This is an optimization exercise on Yosys and OpenROAD, whose aim is small area and a short achievable clock period, not a production implementation. In this exercise RTL edits were held to simulation tests only and were not proved equivalent to the original. Power figures rest on the tool's default switching activity, not on a simulated workload.

==> flow/design.v <==
package pq_pkg;
    localparam int PQ_KEY_W = 32;
    localparam int PQ_VAL_W = 32;
    localparam int PQ_DEPTH = 16;
    typedef struct packed {
        logic                valid;
        logic [PQ_KEY_W-1:0] key;
        logic [PQ_VAL_W-1:0] val;
    } pq_elem_t;
    typedef enum logic [1:0] {
        SHIFT_HOLD = 2'd0,
        SHIFT_UP   = 2'd1,
        SHIFT_DOWN = 2'd2,
        SHIFT_LOAD = 2'd3
    } pq_shift_e;
endpackage
module pq_key_gt
#(
    parameter int W = 32
) (
    input  logic [W-1:0] a,
    input  logic [W-1:0] b,
    output logic         gt
);
    localparam int LV = $clog2(W);
    logic [W-1:0] g [LV+1];
    logic [W-1:0] p [LV+1];
    always_comb begin
        for (int l = 0; l <= LV; l++) begin
            g[l] = '0;
            p[l] = '0;
        end
        g[0] = a & ~b;
        p[0] = a | ~b;
        for (int l = 1; l <= LV; l++) begin
            for (int n = 0; n < (W >> l); n++) begin
                g[l][n] = g[l-1][2*n+1] | (p[l-1][2*n+1] & g[l-1][2*n]);
                p[l][n] = p[l-1][2*n+1] & p[l-1][2*n];
            end
        end
        gt = g[LV][0];
    end
endmodule
module pq_sorted_path
#(
    parameter int KEY_W = pq_pkg::PQ_KEY_W,
    parameter int VAL_W = pq_pkg::PQ_VAL_W,
    parameter int DEPTH = pq_pkg::PQ_DEPTH
) (
    input  logic                         system1000,
    input  logic                         system1000_rst,
    input  logic                         push_valid,
    output logic                         push_ready,
    input  logic [KEY_W-1:0]             push_key,
    input  logic [VAL_W-1:0]             push_val,
    input  logic                         pop_valid,
    output logic                         pop_ready,
    output logic                         out_valid,
    output logic [KEY_W-1:0]             out_key,
    output logic [VAL_W-1:0]             out_val,
    output logic [$clog2(DEPTH+1)-1:0]   count,
    output logic                         empty,
    output logic                         full
);
    localparam int CNT_W = $clog2(DEPTH + 1);
    localparam int RW    = $clog2(DEPTH);
    logic [KEY_W-1:0] key_r  [DEPTH];
    logic [VAL_W-1:0] val_r  [DEPTH];
    logic [RW-1:0]    rank_r [DEPTH];
    logic [DEPTH-1:0] vld_r;
    logic [DEPTH-1:0] pend_r;      
    logic             has_pend_r;  
    logic [DEPTH-1:0] head_r;      
    logic             pend_min_r;  
    logic [DEPTH-1:0] gt_r;        
    logic             push_fire_s;
    logic             pop_fire_s;
    logic [DEPTH-1:0] rkd_s;       
    logic [DEPTH-1:0] head_s;      
    logic [DEPTH-1:0] free_s;      
    logic [DEPTH-1:0] gt_s;        
    logic             has_pend_s;
    logic             pend_min_s;  
    logic [DEPTH-1:0] min_s;       
    logic             pop_head_s;
    logic             ins_s;       
    logic [DEPTH-1:0] wsel_s;      
    logic [DEPTH-1:0] gpos_s;      
    logic [DEPTH-1:0] first_s;
    logic [RW-1:0]    rkd_cnt_s;   
    logic [RW-1:0]    rkd_cnt1_s;  
    logic [RW-1:0]    ins_rank0_s; 
    logic [RW-1:0]    ins_rank1_s; 
    logic [RW-1:0]    ins_rank_s;  
    logic [CNT_W-1:0] cnt_nxt_s;
    logic [RW-1:0]    rank_nxt_s [DEPTH];
    logic [DEPTH-1:0] vld_nxt_s;
    logic [DEPTH-1:0] head_nxt_s;
    logic [DEPTH-1:0] pend_nxt_s;
    logic [KEY_W-1:0] min_key_s;
    logic [VAL_W-1:0] min_val_s;
    assign pop_ready = ~empty;
    assign push_ready = ~full | pop_valid;
    assign push_fire_s = push_valid & push_ready;
    assign pop_fire_s  = pop_valid & pop_ready;
    for (genvar i = 0; i < DEPTH; i++) begin : g_cmp
        pq_key_gt #(.W(KEY_W)) u_gt (.a(key_r[i]), .b(push_key), .gt(gt_s[i]));
    end
    always_comb begin
        for (int i = 0; i < DEPTH; i++) begin
            rkd_s[i]  = vld_r[i] & ~pend_r[i];
            head_s[i] = head_r[i];
        end
    end
    assign has_pend_s = has_pend_r;
    assign pend_min_s = pend_min_r;
    assign min_s      = pend_min_s ? pend_r : head_s;
    assign pop_head_s = pop_fire_s & ~pend_min_s;
    assign ins_s      = has_pend_s & ~(pop_fire_s & pend_min_s);
    always_comb begin
        logic seen;
        seen = 1'b0;
        for (int i = 0; i < DEPTH; i++) begin
            free_s[i] = ~vld_r[i] & ~seen;
            seen      = seen | ~vld_r[i];
        end
    end
    assign wsel_s = full ? min_s : free_s;
    assign rkd_cnt_s  = RW'(count - CNT_W'(has_pend_s));
    assign rkd_cnt1_s = RW'(count - CNT_W'(has_pend_s) - CNT_W'(1));
    always_comb begin
        for (int p = 0; p < DEPTH; p++) begin
            gpos_s[p] = 1'b0;
            for (int i = 0; i < DEPTH; i++) begin
                gpos_s[p] = gpos_s[p] | (gt_r[i] & rkd_s[i] & (rank_r[i] == RW'(p)));
            end
        end
        first_s[0] = gpos_s[0];
        for (int p = 1; p < DEPTH; p++) begin
            first_s[p] = gpos_s[p] & ~gpos_s[p-1];
        end
        ins_rank0_s = (|gpos_s) ? RW'(0) : rkd_cnt_s;
        ins_rank1_s = (|gpos_s) ? RW'(0) : rkd_cnt1_s;
        for (int p = 1; p < DEPTH; p++) begin
            ins_rank0_s = ins_rank0_s | ({RW{first_s[p]}} & RW'(p));
            ins_rank1_s = ins_rank1_s | ({RW{first_s[p]}} & RW'(p - 1));
        end
    end
    assign ins_rank_s = pop_head_s ? ins_rank1_s : ins_rank0_s;
    always_comb begin
        min_key_s = '0;
        min_val_s = '0;
        for (int i = 0; i < DEPTH; i++) begin
            min_key_s = min_key_s | ({KEY_W{min_s[i]}} & key_r[i]);
            min_val_s = min_val_s | ({VAL_W{min_s[i]}} & val_r[i]);
        end
    end
    always_ff @(posedge system1000) begin
        for (int i = 0; i < DEPTH; i++) begin
            if (free_s[i] | (full & min_s[i] & push_valid & pop_valid)) begin
                key_r[i] <= push_key;
                val_r[i] <= push_val;
            end
        end
    end
    always_ff @(posedge system1000) begin
        gt_r       <= gt_s;
        pend_r     <= pend_nxt_s;
    end
    always_comb begin
        for (int i = 0; i < DEPTH; i++) begin
            if (pend_r[i]) begin
                rank_nxt_s[i] = ins_rank_s;
            end else if (ins_s & gt_r[i] & ~pop_head_s) begin
                rank_nxt_s[i] = rank_r[i] + RW'(1);
            end else if (pop_head_s & ~(ins_s & gt_r[i])) begin
                rank_nxt_s[i] = rank_r[i] - RW'(1);
            end else begin
                rank_nxt_s[i] = rank_r[i];
            end
        end
    end
    assign vld_nxt_s  = ({DEPTH{push_fire_s}} & wsel_s) | (vld_r & ~({DEPTH{pop_fire_s}} & min_s));
    assign pend_nxt_s = {DEPTH{push_fire_s}} & wsel_s;
    always_comb begin
        for (int i = 0; i < DEPTH; i++) begin
            if (pend_r[i]) begin
                head_nxt_s[i] = ins_s & (pop_head_s ? (gpos_s[1] | (rkd_cnt_s == RW'(1)))
                                                     : pend_min_s);
            end else begin
                head_nxt_s[i] = vld_nxt_s[i] & ~pend_nxt_s[i] & ~(ins_s & gt_r[i]) &
                                (pop_head_s ? (rank_r[i] == RW'(1)) : (rank_r[i] == RW'(0)));
            end
        end
    end
    always_ff @(posedge system1000) begin
        for (int i = 0; i < DEPTH; i++) begin
            rank_r[i] <= rank_nxt_s[i];
        end
    end
    always_ff @(posedge system1000) begin
        if (system1000_rst) begin
            has_pend_r <= 1'b0;
            pend_min_r <= 1'b0;
            head_r     <= '0;
        end else begin
            has_pend_r <= push_fire_s;
            pend_min_r <= push_fire_s & ~|(head_nxt_s & ~gt_s);
            head_r <= head_nxt_s;
        end
    end
    always_ff @(posedge system1000) begin
        if (system1000_rst) begin
            vld_r <= '0;
        end else begin
            vld_r <= vld_nxt_s;
        end
    end
    always_comb begin
        cnt_nxt_s = count;
        if (push_fire_s && !pop_fire_s) begin
            cnt_nxt_s = count + CNT_W'(1'b1);
        end else if (pop_fire_s && !push_fire_s) begin
            cnt_nxt_s = count - CNT_W'(1'b1);
        end
    end
    always_ff @(posedge system1000) begin
        if (system1000_rst) begin
            count     <= '0;
            empty     <= 1'b1;
            full      <= 1'b0;
            out_valid <= 1'b0;
        end else begin
            count     <= cnt_nxt_s;
            empty     <= (cnt_nxt_s == CNT_W'(0));
            full      <= (cnt_nxt_s == CNT_W'(DEPTH));
            out_valid <= pop_fire_s;
        end
    end
    always_ff @(posedge system1000) begin
        out_key <= min_key_s;
        out_val <= min_val_s;
    end
endmodule
clock: 5.5 ns
lec_check: 0
cap_margin: 20
core_margin: 2
core_utilization: 55
cts_buf_list: sky130_fd_sc_hd__clkbuf_8
cts_cluster_diameter: 50
cts_cluster_size: 14
place_density: 0.65
setup_slack_margin: 2.0
slew_margin: 20
standard.sh (not shown) runs the stock make flow with config.mk's settings and CLKGATE_MAP_FILE= SYNTH_SCRIPT=/design/flow/synth_recipe.tcl, a recipe that flattens the netlist after the stock synthesis.
==> flow/flow/run.sh <==
#!/bin/bash
set -euo pipefail
CTS="-sink_clustering_enable -repair_clock_nets -sink_clustering_size 14 -sink_clustering_max_diameter 50 -buf_list sky130_fd_sc_hd__clkbuf_8 -dont_use_dummy_load"
bash standard.sh MATCH_CELL_FOOTPRINT=0 \
    "BUFFER_PORTS_ARGS=-buffer_cell sky130_fd_sc_hd__buf_2" \
    "CTS_ARGS=$CTS" finish > flow_make.log 2>&1
Rerun with:
--- a/flow/design.v
+++ b/flow/design.v
@@ -68,13 +68,12 @@
     logic [VAL_W-1:0] val_r  [DEPTH];
     logic [RW-1:0]    rank_r [DEPTH];
     logic [DEPTH-1:0] vld_r;
     logic [DEPTH-1:0] pend_r;      
     logic             has_pend_r;  
     logic [DEPTH-1:0] head_r;      
-    logic             pend_min_r;  
     logic [DEPTH-1:0] gt_r;        
     logic             push_fire_s;
     logic             pop_fire_s;
     logic [DEPTH-1:0] rkd_s;       
     logic [DEPTH-1:0] head_s;      
     logic [DEPTH-1:0] free_s;      
@@ -110,13 +109,13 @@
         for (int i = 0; i < DEPTH; i++) begin
             rkd_s[i]  = vld_r[i] & ~pend_r[i];
             head_s[i] = head_r[i];
         end
     end
     assign has_pend_s = has_pend_r;
-    assign pend_min_s = pend_min_r;
+    assign pend_min_s = has_pend_s & (~|head_s | |(head_s & gt_r));
     assign min_s      = pend_min_s ? pend_r : head_s;
     assign pop_head_s = pop_fire_s & ~pend_min_s;
     assign ins_s      = has_pend_s & ~(pop_fire_s & pend_min_s);
     always_comb begin
         logic seen;
         seen = 1'b0;
@@ -198,17 +197,15 @@
             rank_r[i] <= rank_nxt_s[i];
         end
     end
     always_ff @(posedge system1000) begin
         if (system1000_rst) begin
             has_pend_r <= 1'b0;
-            pend_min_r <= 1'b0;
             head_r     <= '0;
         end else begin
             has_pend_r <= push_fire_s;
-            pend_min_r <= push_fire_s & ~|(head_nxt_s & ~gt_s);
             head_r <= head_nxt_s;
         end
     end
     always_ff @(posedge system1000) begin
         if (system1000_rst) begin
             vld_r <= '0;
After rerunning:
- synthesized cell count goes up by 0.40%
- power drops by 2.6%
- via count grows by 1.1%
- sequential share of layout area increases by 0.51 points
- hold slack gains 0.0046 ns
- area after synthesis is lower by 1.2%

[static timing again, ports no longer ideal]
The flow's constraints put no driver on any port. The routed layouts listed below were extracted and timed again, unchanged, in two steps.
Step 1 assumes that a clkbuf_16 drives the clock port and a buf_2 every other input.
Step 2 moves the port delays by t, midway between the first and last clock arrival at a register: inputs arrive t later, outputs are due t later. That takes back most of the time a late clock gives input paths.
a / b / c = ideal / step 1 / step 2; a / b = the first two.
run | t, ns | setup WS [ns] | latest minus earliest clock arrival (ns)
the first run | 0.908 | 1.915 / 1.932 / 1.024 | 0.110 / 0.110
the second run | 0.907 | 1.784 / 1.784 / 0.977 | 0.128 / 0.128
After both steps setup and hold are still met in every run listed. For the first run, which loses most, drivers alone change the setup slack by +0.017 ns; drivers and shift together by -0.891 ns.
